Context: an optimization exercise on an open-source flow, tuned for small area. The choices shown serve that exercise and are no tape-out recipe. Only simulation tests tie the RTL to the original design; equivalence was not proved. Power figures rest on the tool's default switching activity, not on a simulated workload.

==> 04-15: inputs <==
## alu_issue_stage
module alu_issue_stage #(
  parameter int NREG  = 16,
  parameter int IMM_W = 14
) (
  input  logic               Clk,
  input  logic               Rst,
  input  logic               In_Valid,
  output logic               In_Ready,
  input  logic [31:0]        Instr,
  input  logic               Hold,
  output logic signed [31:0] Reg1,
  output logic signed [31:0] Reg2,
  output logic [15:0]        IV,
  output logic [3:0]         OpCode,
  output logic [3:0]         Cond,
  output logic               S,
  output logic [3:0]         Flag,
  input  logic [31:0]        Result,
  input  logic [3:0]         New_Flag,
  output logic               Retire_Valid,
  output logic [3:0]         Retire_Rd,
  output logic [31:0]        Retire_Data,
  output logic               Retire_Pass,
  input  logic [3:0]         Dbg_Addr,
  output logic [31:0]        Dbg_Data
);
  logic [31:0]     rf_n [NREG];
  logic [NREG-1:0] rf_vld;
  logic [3:0]      flag_q;
  logic        ex_valid;
  logic [3:0]  ex_rn;
  logic [13:0] ex_lo;     
  logic        ex_i;
  logic [3:0]  ex_op;
  logic [3:0]  ex_cond;
  logic        ex_s;
  logic [3:0]  ex_rd;
  logic cond_pass;
  logic fn, fz, fc, fv;
  assign {fn, fz, fc, fv} = flag_q;
  always_comb begin
    cond_pass = 1'b0;
    case (ex_cond)
      4'h0: cond_pass = fz;
      4'h1: cond_pass = !fz;
      4'h2: cond_pass = fc;
      4'h3: cond_pass = !fc;
      4'h4: cond_pass = fn;
      4'h5: cond_pass = !fn;
      4'h6: cond_pass = fv;
      4'h7: cond_pass = !fv;
      4'h8: cond_pass = fc && !fz;
      4'h9: cond_pass = !fc || fz;
      4'hA: cond_pass = (fn == fv);
      4'hB: cond_pass = (fn != fv);
      4'hC: cond_pass = !fz && (fn == fv);
      4'hD: cond_pass = fz || (fn != fv);
      4'hE: cond_pass = 1'b1;
      default: cond_pass = 1'b0;
    endcase
  end
  logic commit;
  assign commit = ex_valid && cond_pass;
  always_ff @(posedge Clk) begin
    if (!Hold && commit) rf_n[ex_rd] <= ~Result;
  end
  always_ff @(posedge Clk or posedge Rst) begin
    if (Rst) begin
      rf_vld       <= '0;
      flag_q       <= '0;
      ex_valid     <= 1'b0;
      Retire_Valid <= 1'b0;
    end else if (Hold) begin
      Retire_Valid <= 1'b0;
    end else begin
      Retire_Valid <= ex_valid;
      if (commit) begin
        rf_vld[ex_rd] <= 1'b1;
  ...
==> module alu_issue_stage, before the edit <==
module alu_issue_stage #(
  parameter int NREG  = 16,
  parameter int IMM_W = 14
) (
  input  logic               Clk,
  input  logic               Rst,
  input  logic               In_Valid,
  output logic               In_Ready,
  input  logic [31:0]        Instr,
  input  logic               Hold,
  output logic signed [31:0] Reg1,
  output logic signed [31:0] Reg2,
  output logic [15:0]        IV,
  output logic [3:0]         OpCode,
  output logic [3:0]         Cond,
  output logic               S,
  output logic [3:0]         Flag,
  input  logic [31:0]        Result,
  input  logic [3:0]         New_Flag,
  output logic               Retire_Valid,
  output logic [3:0]         Retire_Rd,
  output logic [31:0]        Retire_Data,
  output logic               Retire_Pass,
  input  logic [3:0]         Dbg_Addr,
  output logic [31:0]        Dbg_Data
);
  logic [31:0]     rf_n [NREG];
  logic [NREG-1:0] rf_vld;
  logic [3:0]      flag_q;
  logic        ex_valid;
  logic [3:0]  ex_rn;
  logic [13:0] ex_lo;     
  logic        ex_i;
  logic [3:0]  ex_op;
  logic [3:0]  ex_cond;
  logic        ex_s;
  logic [3:0]  ex_rd;
  logic cond_pass;
  logic fn, fz, fc, fv;
  assign {fn, fz, fc, fv} = flag_q;
  always_comb begin
    cond_pass = 1'b0;
    case (ex_cond)
      4'h0: cond_pass = fz;
      4'h1: cond_pass = !fz;
      4'h2: cond_pass = fc;
      4'h3: cond_pass = !fc;
      4'h4: cond_pass = fn;
      4'h5: cond_pass = !fn;
      4'h6: cond_pass = fv;
      4'h7: cond_pass = !fv;
      4'h8: cond_pass = fc && !fz;
      4'h9: cond_pass = !fc || fz;
      4'hA: cond_pass = (fn == fv);
      4'hB: cond_pass = (fn != fv);
      4'hC: cond_pass = !fz && (fn == fv);
      4'hD: cond_pass = fz || (fn != fv);
      4'hE: cond_pass = 1'b1;
      default: cond_pass = 1'b0;
    endcase
  end
  logic commit;
  assign commit = ex_valid && cond_pass;
  always_ff @(posedge Clk) begin
    if (!Hold && commit) rf_n[ex_rd] <= ~Result;
  end
  always_ff @(posedge Clk or posedge Rst) begin
    if (Rst) begin
      rf_vld       <= '0;
      flag_q       <= '0;
      ex_valid     <= 1'b0;
      Retire_Valid <= 1'b0;
    end else if (Hold) begin
      Retire_Valid <= 1'b0;
    end else begin
      Retire_Valid <= ex_valid;
      if (commit) begin
        rf_vld[ex_rd] <= 1'b1;
        if (ex_s) flag_q <= New_Flag;
      end
      ex_valid <= In_Valid;
    end
  end
  always_ff @(posedge Clk) begin
    if (!Hold) begin
      ex_rn   <= Instr[17:14];
      ex_lo   <= Instr[13:0];
      ex_i    <= Instr[22];
      ex_op   <= Instr[27:24];
      ex_cond <= Instr[31:28];
      ex_s    <= Instr[23];
      ex_rd   <= Instr[21:18];
    end
  end
  always_ff @(posedge Clk) begin
    Retire_Rd   <= ex_rd;
    Retire_Data <= Result;
    Retire_Pass <= cond_pass;
  end
  logic [NREG-1:0] sel1, sel2, seld;
  always_comb begin
    for (int k = 0; k < NREG; k++) begin
      sel1[k] = rf_vld[k] && (ex_rn == k);
      sel2[k] = rf_vld[k] && !ex_i && (ex_lo[13:10] == k);
      seld[k] = rf_vld[k] && (Dbg_Addr == k);
    end
  end
  always_comb begin
    Reg1     = '0;
    Reg2     = '0;
    Dbg_Data = '0;
    for (int k = 0; k < NREG; k++) begin
      Reg1     = Reg1     | ~({32{~sel1[k]}} | rf_n[k]);
      Reg2     = Reg2     | ~({32{~sel2[k]}} | rf_n[k]);
      Dbg_Data = Dbg_Data | ~({32{~seld[k]}} | rf_n[k]);
    end
  end
  assign IV       = ex_i ? {{(16-IMM_W){1'b0}}, ex_lo} : 16'd0;
  assign In_Ready = ~Hold;
  assign OpCode   = ex_op;
  assign Cond     = ex_cond;
  assign S        = ex_s;
  assign Flag     = flag_q;
endmodule
==> flow/config.mk <==
export PLATFORM = sky130hd
export DESIGN_NAME = alu_issue_stage
export DESIGN_NICKNAME = alu_issue_stage
export VERILOG_FILES = /design/flow/design.v
export SDC_FILE = /design/flow/constraint.sdc
export NUM_CORES = 4
export LEC_CHECK = 0
export CAP_MARGIN = 20
export CORE_MARGIN = 2
export CORE_UTILIZATION = 55
export SETUP_SLACK_MARGIN = 0.05
export SLEW_MARGIN = 20
==> flow/constraint.sdc <==
create_clock -name core_clock -period 4.5 [get_ports {Clk}]
set_input_delay 0.9000 -clock core_clock [delete_from_list [all_inputs] [get_ports {Clk}]]
set_output_delay 0.9000 -clock core_clock [all_outputs]
set_load 0.01 [all_outputs]
standard.sh (not shown) runs the stock make flow with config.mk's settings and CLKGATE_MAP_FILE= SYNTH_SCRIPT=/design/flow/synth_recipe.tcl, a recipe that flattens the netlist after the stock synthesis.
==> flow/flow/run.sh <==
#!/bin/bash
# Standard ORFS layout with these changes: port buffers use the smallest
# buffer cell; CTS uses clkbuf_4 with 10-sink clusters (50 um diameter) and
# no dummy loads and a clkbuf_8 root buffer; the large buffers (8x and up) are added to the
# platform's don't-use list (passed to make as a variable), so repair uses
# smaller ones.
set -euo pipefail
export BUFFER_PORTS_ARGS="-buffer_cell sky130_fd_sc_hd__buf_1"
export CTS_ARGS="-sink_clustering_enable -repair_clock_nets -dont_use_dummy_load -sink_clustering_size 10 -sink_clustering_max_diameter 50 -buf_list {sky130_fd_sc_hd__clkbuf_4} -root_buf sky130_fd_sc_hd__clkbuf_8"
PLAT=$(make -s -C "$FLOW_HOME" DESIGN_CONFIG="$PWD/config.mk" WORK_HOME="$PWD/orfs" print-DONT_USE_CELLS 2> print_dont_use.log | sed -n 's/^DONT_USE_CELLS: //p')
echo "$PLAT" | grep -q probe_p_8
EXTRA="sky130_fd_sc_hd__buf_8 sky130_fd_sc_hd__buf_12 sky130_fd_sc_hd__buf_16 sky130_fd_sc_hd__bufbuf_8 sky130_fd_sc_hd__bufbuf_16 sky130_fd_sc_hd__bufinv_8 sky130_fd_sc_hd__bufinv_16 sky130_fd_sc_hd__clkbuf_16"
echo "DONT_USE_CELLS=$PLAT $EXTRA" > dont_use.txt
bash standard.sh "DONT_USE_CELLS=$PLAT $EXTRA" finish > flow_make.log 2>&1
==> 02-14: changes against 04-15 <==
==> flow/design.v (replaced) <==
module alu_issue_stage #(
  parameter int NREG  = 16,
  parameter int IMM_W = 14
) (
  input  logic               Clk,
  input  logic               Rst,
  input  logic               In_Valid,
  output logic               In_Ready,
  input  logic [31:0]        Instr,
  input  logic               Hold,
  output logic signed [31:0] Reg1,
  output logic signed [31:0] Reg2,
  output logic [15:0]        IV,
  output logic [3:0]         OpCode,
  output logic [3:0]         Cond,
  output logic               S,
  output logic [3:0]         Flag,
  input  logic [31:0]        Result,
  input  logic [3:0]         New_Flag,
  output logic               Retire_Valid,
  output logic [3:0]         Retire_Rd,
  output logic [31:0]        Retire_Data,
  output logic               Retire_Pass,
  input  logic [3:0]         Dbg_Addr,
  output logic [31:0]        Dbg_Data
);
  logic [31:0] rf [NREG];
  logic [3:0]  flag_q;
  logic        ex_valid;
  logic [31:0] ex_reg1;
  logic [31:0] ex_reg2;
  logic [15:0] ex_iv;
  logic [3:0]  ex_op;
  logic [3:0]  ex_cond;
  logic        ex_s;
  logic [3:0]  ex_rd;
  logic [3:0]       d_cond;
  logic [3:0]       d_op;
  logic             d_s;
  logic             d_i;
  logic [3:0]       d_rd;
  logic [3:0]       d_rn;
  logic [3:0]       d_rm;
  logic [IMM_W-1:0] d_imm;
  assign d_cond = Instr[31:28];
  assign d_op   = Instr[27:24];
  assign d_s    = Instr[23];
  assign d_i    = Instr[22];
  assign d_rd   = Instr[21:18];
  assign d_rn   = Instr[17:14];
  assign d_rm   = Instr[13:10];
  assign d_imm  = Instr[IMM_W-1:0];
  logic cond_pass;
  logic fn, fz, fc, fv;
  assign {fn, fz, fc, fv} = flag_q;
  always_comb begin
    cond_pass = 1'b0;
    case (ex_cond)
      4'h0: cond_pass = fz;
      4'h1: cond_pass = !fz;
      4'h2: cond_pass = fc;
      4'h3: cond_pass = !fc;
      4'h4: cond_pass = fn;
      4'h5: cond_pass = !fn;
      4'h6: cond_pass = fv;
      4'h7: cond_pass = !fv;
      4'h8: cond_pass = fc && !fz;
      4'h9: cond_pass = !fc || fz;
      4'hA: cond_pass = (fn == fv);
      4'hB: cond_pass = (fn != fv);
      4'hC: cond_pass = !fz && (fn == fv);
      4'hD: cond_pass = fz || (fn != fv);
      4'hE: cond_pass = 1'b1;
      default: cond_pass = 1'b0;
    endcase
  end
  logic        fwd_en;
  logic [31:0] rn_val;
  logic [31:0] rm_val;
  assign fwd_en = ex_valid && cond_pass;
  assign rn_val = (fwd_en && (ex_rd == d_rn)) ? Result : rf[d_rn];
  assign rm_val = (fwd_en && (ex_rd == d_rm)) ? Result : rf[d_rm];
  always_ff @(posedge Clk or posedge Rst) begin
    if (Rst) begin
      for (int k = 0; k < NREG; k++) rf[k] <= '0;
      flag_q       <= '0;
      ex_valid     <= 1'b0;
      ex_reg1      <= '0;
      ex_reg2      <= '0;
      ex_iv        <= '0;
      ex_op        <= '0;
      ex_cond      <= '0;
      ex_s         <= 1'b0;
      ex_rd        <= '0;
      Retire_Valid <= 1'b0;
      Retire_Rd    <= '0;
      Retire_Data  <= '0;
      Retire_Pass  <= 1'b0;
    end else if (Hold) begin
      Retire_Valid <= 1'b0;
    end else begin
      Retire_Valid <= ex_valid;
      Retire_Rd    <= ex_rd;
      Retire_Data  <= Result;
      Retire_Pass  <= ex_valid && cond_pass;
      if (ex_valid && cond_pass) begin
        rf[ex_rd] <= Result;
        if (ex_s) flag_q <= New_Flag;
      end
      ex_valid <= In_Valid;
      if (In_Valid) begin
        ex_reg1 <= rn_val;
        ex_reg2 <= d_i ? 32'd0 : rm_val;
        ex_iv   <= d_i ? {{(16-IMM_W){1'b0}}, d_imm} : 16'd0;
        ex_op   <= d_op;
        ex_cond <= d_cond;
        ex_s    <= d_s;
        ex_rd   <= d_rd;
      end
    end
  end
  assign In_Ready = ~Hold;
  assign Reg1     = ex_reg1;
  assign Reg2     = ex_reg2;
  assign IV       = ex_iv;
  assign OpCode   = ex_op;
  assign Cond     = ex_cond;
  assign S        = ex_s;
  assign Flag     = flag_q;
  assign Dbg_Data = rf[Dbg_Addr];
endmodule
==> flow/run.sh (new file) <==
#!/bin/bash
# synth_recipe.tcl (not shown) runs the flow's synth.tcl, then flattens the netlist and writes it again
# the make line also repeats each setting of config.mk as NAME=value (left out here)
make -C /OpenROAD-flow-scripts/flow DESIGN_CONFIG=/design/flow/config.mk WORK_HOME=/design/flow/orfs CLKGATE_MAP_FILE= SYNTH_SCRIPT=/design/flow/synth_recipe.tcl finish
--- a/flow/config.mk
+++ b/flow/config.mk
@@ -9,4 +9,4 @@
 export CORE_MARGIN = 2
-export CORE_UTILIZATION = 55
-export SETUP_SLACK_MARGIN = 0.05
+export CORE_UTILIZATION = 30
+export SETUP_SLACK_MARGIN = 0.3
 export SLEW_MARGIN = 20
removed: flow/flow/run.sh
removed: flow/standard.sh
==> summary.txt <==
- Register area: roughly 0.016 mm²
- Cts bufs inserted: 79
- Core Util, Final: a little under two fifths
- #MultiIn Comb: about 2,400
- Slowest stage delay, CP: approximately 520 ps
- Crit-path leading delay family: buffers and inverters
- Post-synth EDFFs: 0
- Post-Synth XOR/XNOR Area: less than 1%
- Biggest register: rf
- Post-synthesis cell type count: 77
- Levels on crit path: 11
- Final nets: between 3,000 and 4,000
- Clock power share: 31.9%
- Outcome: complete, no violations
- Max Used Layer: met5
- Most common cell after layout, fill and taps aside: dfrtp_1
- Setup slack, reg-to-reg: about 940 ps
- Rows: approximately 130
(the above is from 02-14)
==> summary.txt <==
- Outcome: complete, no violations
- Post-synthesis cell type count: 40
- Crit-path leading delay family: simple AND/OR/NAND/NOR gates
- Final nets: approximately 2,600
- Cts bufs inserted: 75
- Post-Synth XOR/XNOR Area: less than 1%
- Biggest register: rf_n
- Slowest stage delay, CP: around 710 ps
- Register area: 0.01763 mm²
- Setup slack, reg-to-reg: roughly 810 ps
- Most common cell after layout, fill and taps aside: o22ai_1
(the above is from 04-15)

[separate check: timing with driven ports]
How much do the figures lean on ideal ports? The routed layouts below were timed once more, with nothing changed but the port constraints. Step 1 (the two cells are an assumption about what drives the block):
set clk [get_ports {Clk}]
set_driving_cell -lib_cell sky130_fd_sc_hd__clkbuf_16 $clk
set_driving_cell -lib_cell sky130_fd_sc_hd__buf_2 [delete_from_list [all_inputs] $clk]
Step 2, shift: input delay + t, output delay - t, t = (earliest + latest rising clock arrival at the registers) / 2. This alone moves slack from input paths to output paths. Three values: ideal, step 1, step 2; two values: the first two.
run | t (ns) | setup slack, ns | hold slack, ns | clock arrival spread, ns | worst data-port slew with drivers (ns)
04-15 | 0.750 | 0.049 / -0.014 / 0.269 | 0.309 / 0.271 / 0.507 | 0.050 / 0.050 | 0.04
02-14 | 0.748 | 0.242 / 0.156 / 0.156 | 0.462 / 0.462 / 0.462 | 0.058 / 0.057 | 0.13
After both steps setup and hold are still met in every run listed. For 02-14, which loses most, drivers alone change the setup slack by -0.086 ns; drivers and shift together by -0.086 ns.
